From an optimization exercise on the open Yosys and OpenROAD flow, aimed at small area, a short achievable clock period and few clock cycles per item; shortcuts taken in it are not production practice. At most, simulation tests tie the RTL to the original design; equivalence was not proved. For run 3, only the layout was checked, not whether the RTL still works. In every run shown here, the design's own scripts or RTL, not TritonCTS, make the clock network. The flow treats the clock pin as an ideal source. Dropping or thinning the clock tree relies on that and would not hold on a real chip. Power and IR drop assume default switching activity.

===== config.mk =====
export PLATFORM = sky130hd
export DESIGN_NAME = playfair_digraph_encryptor
export DESIGN_NICKNAME = playfair_digraph_encryptor
export VERILOG_FILES = /design/flow/design.v
export SDC_FILE = /design/flow/constraint.sdc
export NUM_CORES = 4
export LEC_CHECK = 0
export CAP_MARGIN = 20
export CORE_MARGIN = 2
export CORE_UTILIZATION = 40
export SLEW_MARGIN = 20

===== constraint.sdc =====
create_clock -name core_clock -period 11.0 [get_ports {clk_i}]
set_input_delay 2.2000 -clock core_clock [delete_from_list [all_inputs] [get_ports {clk_i}]]
set_output_delay 2.2000 -clock core_clock [all_outputs]
set_load 0.01 [all_outputs]

===== design.v =====
`timescale 1ns / 1ps
package pfe_pkg;
  localparam int unsigned LETTER_W = 5;
  localparam int unsigned NUM_ROWS = 5;
  localparam int unsigned NUM_COLS = 5;
  typedef logic [LETTER_W-1:0] letter_t;
  typedef logic [2:0]          idx_t;
  typedef logic [NUM_COLS*LETTER_W-1:0]          row_t;
  typedef logic [NUM_ROWS*NUM_COLS*LETTER_W-1:0] rows_t;
  typedef logic [9:0] pos_t;
  localparam letter_t LETTER_X = 5'd23;
  localparam letter_t LETTER_J = 5'd9;
  localparam letter_t LETTER_I = 5'd8;
  localparam rows_t ROWS_RESET = {
    25'd27025109,
    25'd21613104,
    25'd16201099,
    25'd10755269,
    25'd4294688
  };
  typedef enum logic [2:0] {
    REG_ROW_0 = 3'd0,
    REG_ROW_1 = 3'd1,
    REG_ROW_2 = 3'd2,
    REG_ROW_3 = 3'd3,
    REG_ROW_4 = 3'd4
  } reg_idx_e;
  function automatic logic [4:0] rot1(logic [4:0] i);
    rot1 = {i[3:0], i[4]};
  endfunction
  function automatic pos_t locate(rows_t rows, letter_t v);
    logic [4:0] rhit, chit, rsel, csel;
    logic [24:0] m;
    for (int k = 0; k < 25; k++) m[k] = (rows[5*k +: 5] == v);
    for (int r = 0; r < 5; r++) rhit[r] = |m[5*r +: 5];
    rsel[4] = rhit[4];
    rsel[3] = rhit[3] & ~rhit[4];
    rsel[2] = rhit[2] & ~(rhit[3] | rhit[4]);
    rsel[1] = rhit[1] & ~(rhit[2] | rhit[3] | rhit[4]);
    rsel[0] = ~(rhit[1] | rhit[2] | rhit[3] | rhit[4]);
    chit = '0;
    for (int r = 0; r < 5; r++) chit = chit | ({5{rsel[r]}} & m[5*r +: 5]);
    csel[4] = chit[4];
    csel[3] = chit[3] & ~chit[4];
    csel[2] = chit[2] & ~(chit[3] | chit[4]);
    csel[1] = chit[1] & ~(chit[2] | chit[3] | chit[4]);
    csel[0] = ~(chit[1] | chit[2] | chit[3] | chit[4]);
    locate = {rsel, csel};
  endfunction
  function automatic letter_t read_at(rows_t rows, pos_t p);
    letter_t l, rv;
    l = '0;
    for (int r = 0; r < 5; r++) begin
      rv = '0;
      for (int c = 0; c < 5; c++) rv = rv | ({5{p[c]}} & rows[25*r + 5*c +: 5]);
      l = l | ({5{p[5+r]}} & rv);
    end
    read_at = l;
  endfunction
endpackage
`timescale 1ns / 1ps
module pfe_cfg_regs (
  input  logic        clk_i,
  input  logic        rst_ni,
  input  logic        psel,
  input  logic        penable,
  input  logic        pwrite,
  input  logic [4:0]  paddr,
  input  logic [31:0] pwdata,
  output logic [31:0] prdata,
  output logic        pready,
  output pfe_pkg::rows_t       rows_o
);
  pfe_pkg::rows_t    rows_q, rows_d;
  pfe_pkg::row_t     rd_q, rd_d;
  logic [2:0] idx;
  logic     setup, access;
  logic [4:0] we_q;
  assign idx    = paddr[4:2];
  assign setup  = psel & ~penable;
  assign access = psel & penable;
  assign pready = 1'b1;
  always_ff @(posedge clk_i or negedge rst_ni) begin
    if (!rst_ni) begin
      we_q <= '0;
    end else begin
      for (int r = 0; r < 5; r++) we_q[r] <= setup & pwrite & (idx == r[2:0]);
    end
  end
  always_comb begin
    rows_d = rows_q;
    for (int r = 0; r < 5; r++) begin
      if (access && we_q[r]) rows_d[25*r +: 25] = pwdata[24:0];
    end
  end
  always_comb begin
    case (idx)
      pfe_pkg::REG_ROW_0: rd_d = rows_q[0 +: 25];
      pfe_pkg::REG_ROW_1: rd_d = rows_q[25 +: 25];
      pfe_pkg::REG_ROW_2: rd_d = rows_q[50 +: 25];
      pfe_pkg::REG_ROW_3: rd_d = rows_q[75 +: 25];
      pfe_pkg::REG_ROW_4: rd_d = rows_q[100 +: 25];
      default:   rd_d = '0;
    endcase
  end
  always_ff @(posedge clk_i or negedge rst_ni) begin
    if (!rst_ni) begin
      rows_q <= pfe_pkg::ROWS_RESET;
    end else begin
      rows_q <= rows_d;
    end
  end
  always_ff @(posedge clk_i) begin
    rd_q <= rd_d;
  end
  assign prdata = {7'd0, rd_q};
  assign rows_o = rows_q;
endmodule
`timescale 1ns / 1ps
module pfe_pair_cipher (
  input  pfe_pkg::pos_t p1_i,
  input  pfe_pkg::pos_t p2_i,
  output pfe_pkg::pos_t t1_o,
  output pfe_pkg::pos_t t2_o
);
  logic [4:0] r1, c1, r2, c2;
  logic       same_row, same_col;
  assign r1 = p1_i[9:5];
  assign c1 = p1_i[4:0];
  assign r2 = p2_i[9:5];
  assign c2 = p2_i[4:0];
  assign same_row = |(r1 & r2);
  assign same_col = |(c1 & c2);
  always_comb begin
    if (same_row) begin
      t1_o = {r1, pfe_pkg::rot1(c1)};
      t2_o = {r2, pfe_pkg::rot1(c2)};
    end else if (same_col) begin
      t1_o = {pfe_pkg::rot1(r1), c1};
      t2_o = {pfe_pkg::rot1(r2), c2};
    end else begin
      t1_o = {r1, c2};
      t2_o = {r2, c1};
    end
  end
endmodule
`timescale 1ns / 1ps
module pfe_out_buf (
  input  logic          clk_i,
  input  logic          rst_ni,
  input  pfe_pkg::rows_t rows_i,
  input  logic          load_i,
  input  pfe_pkg::pos_t p1_i,
  input  pfe_pkg::pos_t p2_i,
  input  logic          quad_i,
  output logic          free_o,
  output logic          m_axis_tvalid,
  input  logic          m_axis_tready,
  output logic [7:0]    m_axis_tdata,    
  output logic          m_axis_tlast     
);
  pfe_pkg::pos_t    p1_q, p2_q, t1, t2;
  logic             jv_q, sec_q, rep_q;
  logic             wv_q, wlast_q;
  pfe_pkg::letter_t wdata_q;
  logic             adv;
  pfe_pair_cipher u_cipher (
    .p1_i (p1_q),
    .p2_i (p2_q),
    .t1_o (t1),
    .t2_o (t2)
  );
  assign adv    = ~wv_q | m_axis_tready;
  assign free_o = ~jv_q | (adv & sec_q & ~rep_q);
  always_ff @(posedge clk_i or negedge rst_ni) begin
    if (!rst_ni) begin
      jv_q <= 1'b0;
      wv_q <= 1'b0;
    end else begin
      if (free_o) begin
        jv_q <= load_i;
      end
      if (adv) begin
        wv_q <= jv_q;
      end
    end
  end
  always_ff @(posedge clk_i) begin
    if (free_o) begin
      p1_q  <= p1_i;
      p2_q  <= p2_i;
      sec_q <= 1'b0;
      rep_q <= quad_i;
    end else if (adv) begin
      sec_q <= ~sec_q;
      if (sec_q) rep_q <= 1'b0;
    end
    if (adv) begin
      wdata_q <= pfe_pkg::read_at(rows_i, sec_q ? t2 : t1);
      wlast_q <= sec_q & ~rep_q;
    end
  end
  assign m_axis_tvalid = wv_q;
  assign m_axis_tdata  = {3'd0, wdata_q};
  assign m_axis_tlast  = wlast_q;
endmodule
`timescale 1ns / 1ps
module playfair_digraph_encryptor (
  input  logic        clk_i,
  input  logic        rst_ni,
  input  logic        psel,
  input  logic        penable,
  input  logic        pwrite,
  input  logic [4:0]  paddr,
  input  logic [31:0] pwdata,
  output logic [31:0] prdata,
  output logic        pready,
  input  logic        s_axis_tvalid,
  output logic        s_axis_tready,
  input  logic [7:0]  s_axis_tdata,    
  input  logic        s_axis_tlast,    
  output logic        m_axis_tvalid,
  input  logic        m_axis_tready,
  output logic [7:0]  m_axis_tdata,    
  output logic        m_axis_tlast     
);
  pfe_pkg::rows_t   rows;
  pfe_pkg::letter_t in_a;
  logic             s_accept;
  logic             hd_v_q, sk_v_q;
  pfe_pkg::letter_t hd_q, sk_q;
  logic             hd_last_q, sk_last_q;
  pfe_pkg::pos_t    pos_a, pos_x, p1, p2;
  logic             held_v_q;
  pfe_pkg::letter_t held_q;
  pfe_pkg::pos_t    held_pos_q;
  logic             buf_free, pop, split, pair, load, quad;
  pfe_cfg_regs u_regs (
    .clk_i   (clk_i),
    .rst_ni  (rst_ni),
    .psel    (psel),
    .penable (penable),
    .pwrite  (pwrite),
    .paddr   (paddr),
    .pwdata  (pwdata),
    .prdata  (prdata),
    .pready  (pready),
    .rows_o  (rows)
  );
  assign in_a          = (s_axis_tdata[4:0] == pfe_pkg::LETTER_J) ? pfe_pkg::LETTER_I
                                                                  : s_axis_tdata[4:0];
  assign s_axis_tready = ~sk_v_q;
  assign s_accept      = s_axis_tvalid & ~sk_v_q;
  always_ff @(posedge clk_i or negedge rst_ni) begin
    if (!rst_ni) begin
      hd_v_q <= 1'b0;
      sk_v_q <= 1'b0;
    end else begin
      if (pop || !hd_v_q) begin
        hd_v_q <= sk_v_q | s_accept;
        sk_v_q <= 1'b0;
      end else if (s_accept) begin
        sk_v_q <= 1'b1;
      end
    end
  end
  always_ff @(posedge clk_i) begin
    if (pop || !hd_v_q) begin
      if (sk_v_q) begin
        hd_q      <= sk_q;
        hd_last_q <= sk_last_q;
      end else begin
        hd_q      <= in_a;
        hd_last_q <= s_axis_tlast;
      end
    end
    if (!sk_v_q) begin
      sk_q      <= in_a;
      sk_last_q <= s_axis_tlast;
    end
  end
  assign pair = held_v_q | hd_last_q;
  assign pop  = hd_v_q & (buf_free | ~pair);
  assign load = pop & pair;
  assign split = held_v_q & (held_q != hd_q);
  assign quad  = held_v_q & ~split & hd_last_q;
  assign pos_a = pfe_pkg::locate(rows, hd_q);
  assign pos_x = pfe_pkg::locate(rows, pfe_pkg::LETTER_X);
  assign p1    = held_v_q ? held_pos_q : pos_a;
  assign p2    = split ? pos_a : pos_x;
  always_ff @(posedge clk_i or negedge rst_ni) begin
    if (!rst_ni) begin
      held_v_q <= 1'b0;
    end else if (pop) begin
      held_v_q <= ~hd_last_q & ~split;
    end
  end
  always_ff @(posedge clk_i) begin
    if (pop) begin
      held_q     <= hd_q;
      held_pos_q <= pos_a;
    end
  end
  pfe_out_buf u_out (
    .clk_i         (clk_i),
    .rst_ni        (rst_ni),
    .rows_i        (rows),
    .load_i        (load),
    .p1_i          (p1),
    .p2_i          (p2),
    .quad_i        (quad),
    .free_o        (buf_free),
    .m_axis_tvalid (m_axis_tvalid),
    .m_axis_tready (m_axis_tready),
    .m_axis_tdata  (m_axis_tdata),
    .m_axis_tlast  (m_axis_tlast)
  );
endmodule

===== flow/run.sh =====
#!/bin/bash
set -euo pipefail
bash standard.sh "BUFFER_PORTS_ARGS=-buffer_cell sky130_fd_sc_hd__buf_1" \
  "PRE_CTS_TCL=$PWD/flow/mycts.tcl" \
  SETUP_SLACK_MARGIN=7.8 finish > flow_make.log 2>&1

===== flow/mycts.tcl =====
# Manual clock tree: the clock port drives one root buffer, which drives
# NLEAF leaf buffers, each placed at the centre of a cluster of flip-flops.
proc mk_clock_tree { nleaf rootmaster leafmaster {noroot 0} } {
  set block [ord::get_db_block]
  set db [ord::get_db]
  set clknet [$block findNet clk_i]
  set sinks {}
  foreach it [$clknet getITerms] {
    lappend sinks $it
  }
  set n [llength $sinks]
  # sink locations
  set pts {}
  foreach it $sinks {
    set inst [$it getInst]
    set bb [$inst getBBox]
    lappend pts [list [expr {([$bb xMin] + [$bb xMax]) / 2}] [expr {([$bb yMin] + [$bb yMax]) / 2}]]
  }
  # k-means with balanced seeds: sort by x then y strips
  set idx {}
  for {set i 0} {$i < $n} {incr i} { lappend idx $i }
  set k $nleaf
  # initial centres: spread along sorted order
  set sorted [lsort -command [list apply {{pts a b} {
      set xa [lindex $pts $a 0]; set xb [lindex $pts $b 0]
      expr {$xa < $xb ? -1 : ($xa > $xb ? 1 : 0)} }} $pts] $idx]
  set cent {}
  for {set c 0} {$c < $k} {incr c} {
    set j [lindex $sorted [expr {int(($c + 0.5) * $n / $k)}]]
    lappend cent [lindex $pts $j]
  }
  set cap [expr {int(ceil(double($n) / $k)) + 2}]
  for {set iter 0} {$iter < 30} {incr iter} {
    # capacity-limited assignment: nearest centre with room, points in order of best distance
    set cand {}
    for {set i 0} {$i < $n} {incr i} {
      set p [lindex $pts $i]
      for {set c 0} {$c < $k} {incr c} {
        set q [lindex $cent $c]
        set d [expr {abs([lindex $p 0] - [lindex $q 0]) + abs([lindex $p 1] - [lindex $q 1])}]
        lappend cand [list $d $i $c]
      }
    }
    set cand [lsort -integer -index 0 $cand]
    set asg [lrepeat $n -1]
    set cnt [lrepeat $k 0]
    foreach e $cand {
      lassign $e d i c
      if {[lindex $asg $i] >= 0} continue
      if {[lindex $cnt $c] >= $cap} continue
      lset asg $i $c
      lset cnt $c [expr {[lindex $cnt $c] + 1}]
    }
    set sx [lrepeat $k 0]; set sy [lrepeat $k 0]
    for {set i 0} {$i < $n} {incr i} {
      set c [lindex $asg $i]
      lset sx $c [expr {[lindex $sx $c] + [lindex $pts $i 0]}]
      lset sy $c [expr {[lindex $sy $c] + [lindex $pts $i 1]}]
    }
    for {set c 0} {$c < $k} {incr c} {
      set m [lindex $cnt $c]
      if {$m > 0} { lset cent $c [list [expr {[lindex $sx $c] / $m}] [expr {[lindex $sy $c] / $m}]] }
    }
  }
  set rm [$db findMaster $rootmaster]
  set lm [$db findMaster $leafmaster]
  # root buffer at the centre of the leaf buffers
  set rx 0; set ry 0
  foreach q $cent { set rx [expr {$rx + [lindex $q 0]}]; set ry [expr {$ry + [lindex $q 1]}] }
  set rx [expr {$rx / $k}]; set ry [expr {$ry / $k}]
  # mid level: the clock port drives nmid buffers (noroot is their count), each
  # driving the leaf buffers nearest to it
  set nmid $noroot
  set midnets {}
  set leafmid {}
  if {$nmid > 0} {
    # pair leaves to mids: sort leaf centres by angle around the middle
    set order [lsort -real -command [list apply {{cent rx ry a b} {
        set aa [expr {atan2([lindex $cent $a 1] - $ry, [lindex $cent $a 0] - $rx)}]
        set bb [expr {atan2([lindex $cent $b 1] - $ry, [lindex $cent $b 0] - $rx)}]
        expr {$aa < $bb ? -1 : ($aa > $bb ? 1 : 0)} }} $cent $rx $ry] [lsearch -all [lrepeat $k x] x]]
    set leafmid [lrepeat $k 0]
    for {set j 0} {$j < $k} {incr j} {
      lset leafmid [lindex $order $j] [expr {$j * $nmid / $k}]
    }
    for {set m 0} {$m < $nmid} {incr m} {
      set mx 0; set my 0; set mc 0
      for {set c 0} {$c < $k} {incr c} {
        if {[lindex $leafmid $c] == $m} {
          set mx [expr {$mx + [lindex $cent $c 0]}]; set my [expr {$my + [lindex $cent $c 1]}]; incr mc
        }
      }
      set b [odb::dbInst_create $block $rm clkbuf_mid_$m]
      $b setLocation [expr {$mx / $mc}] [expr {$my / $mc}]
      $b setPlacementStatus PLACED
      set mn [odb::dbNet_create $block clknet_mid_$m]
      $mn setSigType CLOCK
      [$b findITerm A] connect $clknet
      [$b findITerm X] connect $mn
      lappend midnets $mn
    }
  } else {
    set root [odb::dbInst_create $block $rm clkbuf_root]
    $root setLocation $rx $ry
    $root setPlacementStatus PLACED
    set rnet [odb::dbNet_create $block clknet_root]
    $rnet setSigType CLOCK
    [$root findITerm A] connect $clknet
    [$root findITerm X] connect $rnet
    set midnets [list $rnet]
    set leafmid [lrepeat $k 0]
  }
  set leafnets {}
  for {set c 0} {$c < $k} {incr c} {
    set b [odb::dbInst_create $block $lm clkbuf_leaf_$c]
    $b setLocation [lindex $cent $c 0] [lindex $cent $c 1]
    $b setPlacementStatus PLACED
    set ln [odb::dbNet_create $block clknet_leaf_$c]
    $ln setSigType CLOCK
    [$b findITerm A] connect [lindex $midnets [lindex $leafmid $c]]
    [$b findITerm X] connect $ln
    lappend leafnets $ln
  }
  for {set i 0} {$i < $n} {incr i} {
    set it [lindex $sinks $i]
    $it disconnect
    $it connect [lindex $leafnets [lindex $asg $i]]
  }
  $clknet setSigType CLOCK
  puts "mk_clock_tree: $n sinks, $k leaves, sizes $cnt"
}

# Runs as PRE_CTS_TCL: build a two-level clock tree by hand (the clock port
# drives 4 buffers, each driving 2 leaf buffers at the centres of balanced
# flip-flop clusters), then stand in for clock_tree_synthesis, whose place in
# cts.tcl this takes. Everything after it in cts.tcl (legalisation, timing
# repair) runs as usual.
mk_clock_tree 8 sky130_fd_sc_hd__clkbuf_16 sky130_fd_sc_hd__clkbuf_16 4
rename clock_tree_synthesis tritoncts_unused
proc clock_tree_synthesis { args } {
  puts "clock tree built by hand in PRE_CTS_TCL; clock_tree_synthesis $args not run"
  set_propagated_clock [all_clocks]
}

===== standard.sh =====
#!/bin/bash
# synth_recipe.tcl (not shown) runs the flow's synth.tcl, then flattens the netlist and writes it again
# the make line also repeats each setting of config.mk as NAME=value (left out here)
make -C /OpenROAD-flow-scripts/flow DESIGN_CONFIG=/design/flow/config.mk WORK_HOME=/design/flow/orfs CLKGATE_MAP_FILE= SYNTH_SCRIPT=/design/flow/synth_recipe.tcl "${@:-finish}"

==> flow_summary_export.csv, run 1 <==
group,metric,value,unit
die,core.rowCount,62,
yosys,synth-simple-area-share,11.6,%
power,pwr_density_cell,258,mW/mm²
cells_and_area,nets,1169,
setup_path,cp-end-kind,"register",
routing,final_antenna_net_count,0,
yosys,synth_mux_area_share,15.6,%
timing,finalCritPeriodShare,29.0,%
timing,finalSetupViolCount,0,
timing,rsz0062_at_grt,"yes",
setup_path,crit_fanout,17,
setup_path,worstPathArrival,3.42,ns
die,start_util,40.6,%
placed_design,placed_cells,1460,
cells_and_area,utilization,46.1,%
grt,grt.total_usage,24.0,%
power,power,3.42,mW
yosys,synth_top_family_by_area,"multiplexers",
min_path,worst_hold_path.num_cells,2,
cells_and_area,final_common_cell,"mux2_2",
routing,drt-wirelength-per-cell,26.9,µm
yosys,synthFlopType,"dfrtp_1",
cells_and_area,drive_gt1_share,27.6,%
setup_path,timing.rr.end,"u_out.p2_q[1]",
die,die-area,0.0305,mm²
yosys,synth_edf_count,48,
yosys,syn_area,0.0117,mm²
setup_path,cp.required,11.23,ns
grt,grt_pass1_vias,8311,
setup_path,r2r_start,"hd_q[1]",
yosys,synth_cell_types,65,
setup_path,path_class,"in -> reg",
routing,m1WireLength,17200,µm
yosys,yosysWarnings,4,
die,die_w,175,µm
power,vdd_drop_max,0.144,mV
grt,grt_max_degree,70,
timing,fin_skew,0.0354,ns
yosys,yosysSeqAreaShare,47.4,%
die,die_h,175,µm
timing,finalHoldViolCount,0,
yosys,synthArstFlopShare,62.8,%
timing,drv_slew,0,
routing,top_layer,"met5",
routing,drc,0,
setup_path,cp-start-kind,"input port",
timing,tightest_slew,0.931,ns
run,drv_cap,0,
cells_and_area,stdcell_count,1498,
routing,num_vias,9086,
clock_tree,clk_latency,0.31,ns
run_status,status,"no timing/DRC/antenna violations",
cells_and_area,final_cell_mix,"mux2_2 (134), nand2_1 (92), dfrtp_1 (79), buf_1 (69), xnor2_1 (64)",
setup_path,reg2reg_setup_slack,7.84,ns
timing,fmax,314,MHz
routing,dr.pass1.iters,8,
yosys,synth_xor_area_share,9.46,%
power,leakage,5.40,nW
cells_and_area,n_antenna_cell,0,
yosys,synth_compound_gate_area_share,12.4,%
cells_and_area,fin_area,0.0132,mm²
cells_and_area,fillers,2733,
timing,relSlewSlack,37.3,%
clock_tree,path_clk_slew,0.11,ns
min_path,worstHoldStart,"sk_q[3]",
setup_path,r2r_cells,10,
timing,fin_tns_setup,0,ns
placed_design,hpwl,27300,µm
yosys,ys_ff_latch,215,
grt,antenna_found_initial,2,
routing,met3WireLength,3080,µm
placed_design,placed_area,0.0123,mm²
yosys,synth_fa_ha_area_share,0,%
yosys,syn-instance-count,1045,
die,boundaryPins,97,
routing,route.met2.wl,18500,µm
timing,finalCriticalPeriod,3.19,ns
placed_design,place_congestion,1.04,
routing,vias_per_cell,6.07,
min_path,hold_path.class,"reg -> reg",
grt,overflow,0,
die,core_area,0.0287,mm²
routing,routed_wl,40200,µm
placed_design,io_buffers,73,
min_path,hold_path_end,"sk_q[3]",
grt,grt_pass1_wl,55200,µm
routing,drtIter0Drc,1051,
cells_and_area,syn2layout_area_growth,13.5,%
yosys,syn_avg_cell_area,11.2,µm²
cell usage after synthesis, types with 3 or more instances:
cell       instances  share of area [%]
a221oi_1           6               0.45
nand3b_1           5               0.32
dfstp_2           55                 12
o21ai_1            3               0.13
nor2_1            21               0.68
nand4_1           26                1.4
nand2_1           96                3.1
o31ai_1            3               0.19
inv_1             12               0.39
nand2b_1           3               0.16
a21oi_1           20               0.86
nand3_1           43                1.8
dfxtp_1           32                5.5
clkbuf_1          39                1.3
nor2b_1           17               0.91
xor2_1            62                4.7
mux2i_1           24                2.1
a221o_1           24                2.1
a22oi_1           35                2.3
o21ai_0           40                1.7
or2_2              5               0.27
dfrtp_1           80                 17
o211ai_1           3               0.19
buf_6              3               0.29
mux2_2           134                 13
buf_4             18                1.2
o41ai_1            3               0.23
buf_2              8               0.34
xnor2_1           64                4.8
and3_1             3               0.16
a222oi_1          26                2.2
mux4_2             3               0.58
nor3_1            33                1.4
nor4_1             5               0.27
edfxtp_1          48                 12
o2bb2ai_1          3               0.23
cells by family (layout without fill, tap and decap cells):
family                 count (synthesis)  in the layout
multiplexers                         161            162
flip-flops                           215            215
buffers and inverters                 83            142
AO/OA/AOI/OAI                        188            188
AND/OR/NAND/NOR                      270            270
other                                  2             11
XOR/XNOR                             126            126
through the flow:
stage          hold slack (ns)  setup WS, ns
5_1_grt                  0.495          7.78
4_1_cts                  0.485          7.78
3_5_place_dp             0.461          6.65
3_3_place_gp             0.447          6.65
2_1_floorplan            0.427          7.75
6_report                 0.478          7.81
worst max-delay path by stage:
stage / start / endpoint / depth (start not counted)
final: paddr[3] / u_regs.rd_q[11] / 6
after CTS: paddr[4] / u_regs.rd_q[11] / 7
after global routing: hd_q[1] / u_out.p2_q[1] / 10
after floorplan: penable / u_regs.rows_q[105] / 4
after detailed placement: paddr[3] / u_regs.rd_q[11] / 6
after global placement: paddr[3] / u_regs.rd_q[11] / 6
worst max-delay path, cell delays in order:
cell and delay (ns):
clkbuf_2 0.16, buf_12 0.22, inv_1 0.13, nor3_4 0.16
buf_4 0.26, a221o_1 0.27
flip-flops by register name (all words and copies together), names as in the netlist, 5 cells and up:
name,count
u_out.p2_q,10
held_q,5
u_regs.rd_q,25
u_out.p1_q,10
u_regs.rows_q,125
held_pos_q,10
u_out.wdata_q,5
u_regs.we_q,5
hd_q,5
sk_q,5
metal layers:
layer | global-route usage (%) | vias up
met4 | 6.98 | 4
met3 | 3.05 | 92
met5 | 0 | -
met1 | 33.6 | 4608
met2 | 39.1 | 371
li1 | - | 4011
report_power, final:
| group | internal (mW) | total, mW | switching [mW] |
|---|---|---|---|
| registers | 1.05 | 1.23 | 0.178 |
| logic | 0.675 | 1.76 | 1.08 |
| clock network | 0.198 | 0.434 | 0.236 |
| total | 1.92 | 3.42 | 1.50 |
area by class of cell:
| type | count | area [µm²] | area share, % |
|---|---|---|---|
| Inverter | 14 | 56.3 | 0.425 |
| Multi-Input combinational cell | 757 | 6070 | 45.9 |
| Timing Repair Buffer | 116 | 802 | 6.06 |
| Tap cell | 384 | 480 | 3.63 |
| Buffer | 12 | 300 | 2.27 |
| Sequential cell | 215 | 5530 | 41.8 |
repair_timing:
item / 4_1_cts / 5_1_grt
cloned: 0 / 5
pin swaps: 4 / 6
gates resized for setup: 30 / 40
endpoints found under the setup margin: 142 / 33
buffers inserted: 5 / 16
hold buffers: 0 / 0
Testbench counts, summed over its fixed seeds: cycles 10,430, items 9,600.
==> run 2: changes to the inputs <==
==> flow/run.sh (replaced) <==
#!/bin/bash
set -euo pipefail
bash standard.sh "BUFFER_PORTS_ARGS=-buffer_cell sky130_fd_sc_hd__buf_1" \
  "PRE_CTS_TCL=$PWD/flow/mycts.tcl" \
  SETUP_SLACK_MARGIN=7.6 finish > flow_make.log 2>&1
==> run 2 against run 1 <==
Against the previous run: global-route usage up 0.15 points; fmax down 2.5%; sequential share of layout area up 1.6 points; clock skew down 0.0079 ns; sequential power about the same; clock power about the same; critical path type unchanged.
==> flow_summary_export.csv, run 2 <==
group,metric,value,unit
run_status,status,"no timing/DRC/antenna violations",
cells_and_area,final_cell_mix,"mux2_2 (134), nand2_1 (92), dfrtp_1 (80), buf_1 (69), xnor2_1 (64)",
yosys,syn_avg_cell_area,11.2,µm²
timing,fmax,306,MHz
yosys,synthFlopType,"dfrtp_1",
yosys,syn_area,0.0117,mm²
cells_and_area,largest_reg_flops,125,
power,power_switching,1.35,mW
grt,grt.total_usage,24.2,%
grt,grt_pass1_wl,56300,µm
placed_design,place_congestion,1.01,
die,die_h,175,µm
cells_and_area,fillers,2779,
clock_tree,path_clk_slew,0.11,ns
routing,drt-wirelength-per-cell,25.5,µm
timing,relSlewSlack,32.1,%
die,boundaryPins,97,
die,die-area,0.0305,mm²
cells_and_area,final_common_cell,"mux2_2",
yosys,syn-instance-count,1045,
grt,overflow,0,
cells_and_area,top_regs,"u_regs.rows_q x125, u_regs.rd_q x25",
yosys,synth.most_common_cell,"mux2_2",
clock_tree,clk_latency,0.31,ns
placed_design,post-place-ws,6.81,ns
timing,setup_ws,7.73,ns
setup_path,cp-end-kind,"register",
routing,vias_per_cell,6.05,
power,vdd_drop_max,0.115,mV
yosys,ys_top_cells_by_count,"mux2_2 (134), nand2_1 (96), dfrtp_1 (80)",
yosys,yosysSeqAreaShare,47.4,%
power,p_int,1.76,mW
yosys,synthArstFlopShare,62.8,%
timing,fin_tns_setup,0,ns
setup_path,reg2reg_setup_slack,7.75,ns
yosys,netlist.area_leader.share,17.2,%
die,die_w,175,µm
routing,num_vias,8921,
routing,drc,0,
grt,grt_pass1_vias,8509,
timing,drv_slew,0,
setup_path,r2r_cells,10,
die,core_area,0.0287,mm²
yosys,ys_ff_latch,215,
power,clkPwrFrac,14.0,%
die,start_util,40.6,%
yosys,synth_cell_types,65,
grt,antenna_found_initial,1,
timing,tightest_slew,1.01,ns
placed_design,hpwl,27100,µm
power,pwr-share-seq,39.1,%
yosys,yosysWarnings,4,
routing,drtIter0Drc,928,
setup_path,cp-start-kind,"input port",
power,p_comb_share,46.9,%
routing,final_antenna_net_count,0,
setup_path,cp.required,11.05,ns
timing,finalHoldViolCount,0,
min_path,hold_path.class,"reg -> reg",
yosys,synth_edf_count,48,
power,leakage,5.18,nW
setup_path,crit_fanout,25,
min_path,worst_hold_path.num_cells,1,
cells_and_area,nets,1144,
timing,rsz0062_at_grt,"yes",
timing,finalSetupViolCount,0,
cells_and_area,syn2layout_area_growth,9.32,%
die,core.rowCount,62,
setup_path,worstPathArrival,3.32,ns
yosys,synth_top_area_cell,"dfrtp_1",
placed_design,io_buffers,73,
timing,fin_skew,0.0275,ns
power,swShare,43.3,%
power,pwr_density_cell,244,mW/mm²
routing,routed_wl,37500,µm
yosys,ys_top_cells_by_area,"dfrtp_1 (17%), mux2_2 (13%), dfstp_2 (12%)",
cells_and_area,drive_gt1_share,24.7,%
run,drv_cap,0,
timing,finalCritPeriodShare,29.7,%
setup_path,path_class,"in -> reg",
routing,dr.pass1.iters,12,
cells_and_area,top_register,"u_regs.rows_q",
grt,grt_max_degree,77,
timing,finalCriticalPeriod,3.27,ns
## run 2: worst paths after layout
path,startpoint,to
max in group asynchronous,rst_ni,u_regs.rows_q[103]
min in group asynchronous,rst_ni,u_regs.rows_q[64]
worst min-delay path,sk_q[2],sk_q[2]
worst min register to register,sk_q[2],sk_q[2]
worst max register to register,hd_q[4],u_out.p2_q[2]
worst max-delay path,m_axis_tready,hd_last_q
## run 2: kinds of logic (layout without fill, tap and decap cells)
kind of cell / Yosys count / count (layout) / share of synthesized area [%]
simple gates: 270 / 270 / 11.6
buf+inv: 83 / 117 / 3.53
other cells: 2 / 12 / 0.0644
mux: 161 / 161 / 15.6
flops: 215 / 215 / 47.4
xor+xnor: 126 / 126 / 9.46
compound gates: 188 / 189 / 12.4
## run 2: final cells by class
| cell class | count | area (µm²) | area share [%] |
|---|---|---|---|
| multi-input combinational | 757 | 5940 | 46.6 |
| sequential | 215 | 5530 | 43.4 |
| tap | 384 | 480 | 3.77 |
| timing repair buffer | 91 | 444 | 3.48 |
| buffer | 12 | 300 | 2.35 |
| inverter | 14 | 52.6 | 0.412 |
| antenna | 1 | 2.50 | 0.0196 |
## run 2: worst max-delay path, cell delays in order
cell and delay (ns):
buf_1 0.06, nand2b_2 0.30, nand2_2 0.17, nand2_8 0.14, or2_2 0.43
## run 2: timing repair
item / 4_1_cts / 5_1_grt
gates cloned: 0 / 1
hold endpoints to repair: 0 / 0
pin swaps: 1 / 5
setup buffers: 1 / 2
setup endpoints to repair: 107 / 69
hold buffers: 0 / 0
gates resized for setup: 17 / 13
## run 2: per-layer routing
metal	part of all wire (%)	vias up	routed length, µm	track usage [%]
li1	-	3948	-	-
met2	45	382	16700	38.2
met5	0	-	0	0
met4	2.6	0	994	4.72
met1	46	4525	17200	35.8
met3	6.9	66	2580	2.94
## run 2: power groups by stage
stage,clock (mW),combinational (mW),sequential [mW]
6_report,0.436,1.46,1.22
5_1_grt,0.478,1.59,1.23
4_1_cts,0.451,1.41,1.20
3_5_place_dp,0,1.38,1.22
3_3_place_gp,0,1.37,1.21
2_1_floorplan,0,1.08,1.15
## run 2: through the flow
stage	total power, mW	area (µm²)	instances	utilization, %	hold WS, ns
6_report	3.11	12800	1474	44.4	0.482
4_1_cts	3.06	12700	1470	44.1	0.486
2_1_floorplan	2.23	11700	1054	-	0.427
3_3_place_gp	2.58	12300	1457	42.7	0.457
5_1_grt	3.30	12700	1473	44.4	0.511
3_5_place_dp	2.60	12300	1457	42.7	0.461
==> run 3: changes to the inputs <==
--- a/design.v
+++ b/design.v
@@ -31,6 +31,13 @@
   function automatic pos_t locate(rows_t rows, letter_t v);
-    logic [4:0] rhit, chit, rsel, csel;
-    logic [24:0] m;
+    logic [4:0] rhit, rsel, csel;
+    logic [24:0] m, lc;
     for (int k = 0; k < 25; k++) m[k] = (rows[5*k +: 5] == v);
-    for (int r = 0; r < 5; r++) rhit[r] = |m[5*r +: 5];
+    for (int r = 0; r < 5; r++) begin
+      rhit[r]      = |m[5*r +: 5];
+      lc[5*r + 4]  = m[5*r + 4];
+      lc[5*r + 3]  = m[5*r + 3] & ~m[5*r + 4];
+      lc[5*r + 2]  = m[5*r + 2] & ~(m[5*r + 3] | m[5*r + 4]);
+      lc[5*r + 1]  = m[5*r + 1] & ~(m[5*r + 2] | m[5*r + 3] | m[5*r + 4]);
+      lc[5*r + 0]  = ~(m[5*r + 1] | m[5*r + 2] | m[5*r + 3] | m[5*r + 4]);
+    end
     rsel[4] = rhit[4];
@@ -40,9 +47,4 @@
     rsel[0] = ~(rhit[1] | rhit[2] | rhit[3] | rhit[4]);
-    chit = '0;
-    for (int r = 0; r < 5; r++) chit = chit | ({5{rsel[r]}} & m[5*r +: 5]);
-    csel[4] = chit[4];
-    csel[3] = chit[3] & ~chit[4];
-    csel[2] = chit[2] & ~(chit[3] | chit[4]);
-    csel[1] = chit[1] & ~(chit[2] | chit[3] | chit[4]);
-    csel[0] = ~(chit[1] | chit[2] | chit[3] | chit[4]);
+    csel = '0;
+    for (int r = 0; r < 5; r++) csel = csel | ({5{rsel[r]}} & lc[5*r +: 5]);
     locate = {rsel, csel};
==> flow/run.sh (replaced) <==
#!/bin/bash
set -euo pipefail
bash standard.sh "BUFFER_PORTS_ARGS=-buffer_cell sky130_fd_sc_hd__buf_1" \
  "PRE_CTS_TCL=$PWD/flow/mycts.tcl" \
  SETUP_SLACK_MARGIN=7.8 finish > flow_make.log 2>&1
==> run 3 against run 2 <==
Against the previous run: global-route usage increased by 0.20 points; clock power increased by 2%; clock skew decreased by 0.014 ns; sequential cell count unchanged; critical path depth increased by 5; cell count increased by 4.1%; hold slack got worse by 0.011 ns; largest cell class unchanged; first-iteration DRC count increased by 6.1%; area after synthesis increased by 1.7%; setup slack got worse by 0.085 ns; final area increased by 4.5%.
==> flow_summary_export.csv, run 3 <==
group,metric,value,unit
run_status,status,"no timing/DRC/antenna violations",
timing,tightest_slew,0.769,ns
placed_design,hpwl,27100,µm
setup_path,path_cells,"a22oi_2 -> and2_4 -> buf_4 -> buf_4 -> and4_1 -> a211o_4 -> a222oi_1 -> nand2_1 -> a222oi_1 -> nand2_1",
timing,setup_ws,7.65,ns
setup_path,cp.required,11.01,ns
clock_tree,clk_latency,0.31,ns
setup_path,cp-end-kind,"register",
cells_and_area,stdcell_count,1535,
routing,num_vias,9475,
yosys,ys_ff_latch,215,
setup_path,crit_fanout,8,
cells_and_area,largest_reg_flops,125,
placed_design,placed_cells,1485,
grt,grt_pass1_wl,57300,µm
yosys,ys_top_cells_by_count,"mux2_2 (139), nand2_1 (84), dfrtp_1 (80)",
timing,drv_slew,0,
yosys,synthFlopType,"dfrtp_1",
setup_path,cp-start-kind,"register",
grt,antenna_found_initial,0,
yosys,synth_edf_count,48,
routing,dr.pass1.iters,10,
die,die_h,176,µm
yosys,synthArstFlopShare,62.8,%
grt,grt_max_degree,76,
timing,rsz0062_at_grt,"yes",
yosys,yosysSeqAreaShare,46.6,%
routing,drc,0,
die,die_w,176,µm
power,pwr_density_cell,258,mW/mm²
setup_path,worstPathArrival,3.36,ns
grt,grt_pass1_vias,8842,
power,leakage,5.56,nW
setup_path,path_buf_inv,2,
yosys,synth_top_area_cell,"dfrtp_1",
routing,final_antenna_net_count,0,
grt,overflow,0,
timing,fin_skew,0.0130,ns
placed_design,post-place-ws,6.87,ns
yosys,yosysWarnings,4,
grt,grt.total_usage,24.4,%
routing,vias_per_cell,6.17,
yosys,syn-instance-count,1069,
die,core_area,0.0294,mm²
setup_path,cp_slowest_stage_delay,0.58,ns
routing,routed_wl,40400,µm
timing,relSlewSlack,48.3,%
cells_and_area,final_cell_mix,"mux2_2 (139), nand2_1 (80), dfrtp_1 (79), xor2_1 (70), buf_1 (67)",
clock_tree,hold_buffers,0,
routing,drt-wirelength-per-cell,26.3,µm
yosys,ys_top_cells_by_area,"dfrtp_1 (17%), mux2_2 (13%), dfstp_2 (12%)",
die,boundaryPins,97,
routing,drtIter0Drc,985,
die,core.rowCount,63,
yosys,syn_avg_cell_area,11.1,µm²
timing,finalHoldViolCount,0,
yosys,syn_area,0.0119,mm²
yosys,synth.most_common_cell,"mux2_2",
cells_and_area,syn2layout_area_growth,12.4,%
timing,finalCriticalPeriod,3.35,ns
placed_design,place_congestion,1.00,
timing,fin_tns_setup,0,ns
cells_and_area,top_register,"u_regs.rows_q",
setup_path,critical-path-top-delay-family,"compound AO/OA/AOI/OAI gates",
cells_and_area,nets,1199,
power,power,3.43,mW
timing,fmax,298,MHz
placed_design,io_buffers,73,
setup_path,slowest_stage,"a222oi_1",
timing,finalSetupViolCount,0,
clock_tree,path_clk_slew,0.11,ns
yosys,synth_cell_types,65,
cells_and_area,drive_gt1_share,26.8,%
cells_and_area,final_common_cell,"mux2_2",
timing,finalCritPeriodShare,30.5,%
power,vdd_drop_max,0.155,mV
cells_and_area,top_regs,"u_regs.rows_q x125, u_regs.rd_q x25",
die,start_util,40.3,%
yosys,netlist.area_leader.share,16.9,%
setup_path,path_class,"reg -> reg",
run,drv_cap,0,
die,die-area,0.0310,mm²
min_path,hold_path.class,"reg -> reg",
==> run 3: per-layer routing <==
metal  up-vias  GRT usage (%)  wire [µm]
li1       4131              -          -
met1      4810           33.3      16800
met2       440           40.0      18300
met3        94           4.01       3660
met4         0           7.09       1540
met5         -              0          0
==> run 3: cells by family (layout without fill, tap and decap cells) <==
group	Yosys count	after routing	synth area share, %
and+or+nand+nor	280	283	12.0
DFF	215	215	46.6
AOI/OAI and AO/OA	190	193	11.9
muxes	173	173	16.4
xor gates and xnor gates	125	125	9.23
buffers and inverters	84	144	3.76
other	2	12	0.0633
==> run 3: what timing repair did <==
item                       in CTS  in global routing
resized for setup              35                 25
cloned                          2                  4
setup endpoints to repair     242                124
setup buffers                  16                 15
pin swaps                      18                 21
==> run 3: tightest hold or removal path, stage by stage (launching register included) <==
cell and delay, ns:
dfxtp_1 0.33, nand2_1 0.04, o21ai_0 0.07
==> run 3: power breakdown <==
group	internal (mW)	switching [mW]	total (mW)
clock	0.198	0.247	0.445
sequential	1.05	0.157	1.21
combinational	0.677	1.10	1.78
==> run 3: final timing paths <==
path                          startpoint  slack [ns]  depth (start not counted)               end
min                              sk_q[3]        0.47                          2           sk_q[3]
min reg2reg                      sk_q[3]        0.47                          2           sk_q[3]
min in group asynchronous         rst_ni        1.83                          1  u_regs.rows_q[7]
max reg2reg                u_out.p2_q[5]        7.65                         10  u_out.wdata_q[1]
max in group asynchronous         rst_ni        8.16                          2            sk_v_q
max                        u_out.p2_q[5]        7.65                         10  u_out.wdata_q[1]
==> run 3: layout make-up <==
cell class | instances | area [µm²]
fill | 2780 | 16100
inverter | 17 | 67.6
buffer | 12 | 300
timing repair buffer | 115 | 666
sequential | 215 | 5530
antenna | 1 | 2.50
multi-input combinational | 785 | 6270
tap | 390 | 488
==> run 3: through the flow <==
| stage | utilization (%) | hold slack [ns] | area (µm²) |
|---|---|---|---|
| 6_report | 45.3 | 0.471 | 13300 |
| 5_1_grt | 45.3 | 0.507 | 13300 |
| 4_1_cts | 44.5 | 0.478 | 13100 |
| 3_5_place_dp | 42.4 | 0.452 | 12500 |
| 3_3_place_gp | 42.4 | 0.456 | 12500 |
| 2_1_floorplan | - | 0.427 | 12000 |

[static timing again, ports no longer ideal]
How much do the figures lean on ideal ports? The routed layouts below were timed once more, with nothing changed but the port constraints.
Step 1 assumes that a clkbuf_16 drives the clock port and a buf_2 every other input.
Step 2 times the ports against the registers' clock, not the clock port: input delays grow and output delays shrink by t, the midpoint of the rising clock arrivals with the driver on.
Slacks: no drivers / after step 1 / after step 2; pairs: no drivers / after step 1.
| run | shift t [ns] | slack for setup (ns) | hold WS [ns] |
|---|---|---|---|
| run 1 | 0.405 | 7.814 / 7.792 / 7.496 | 0.478 / 0.478 / 0.478 |
| run 2 | 0.406 | 7.733 / 7.647 / 7.413 | 0.482 / 0.482 / 0.482 |
| run 3 | 0.412 | 7.648 / 7.648 / 7.449 | 0.471 / 0.471 / 0.471 |
After both steps every run listed still meets setup and hold. The setup slack of run 2, which loses most, moves by -0.086 ns with the drivers and by -0.320 ns with both steps.
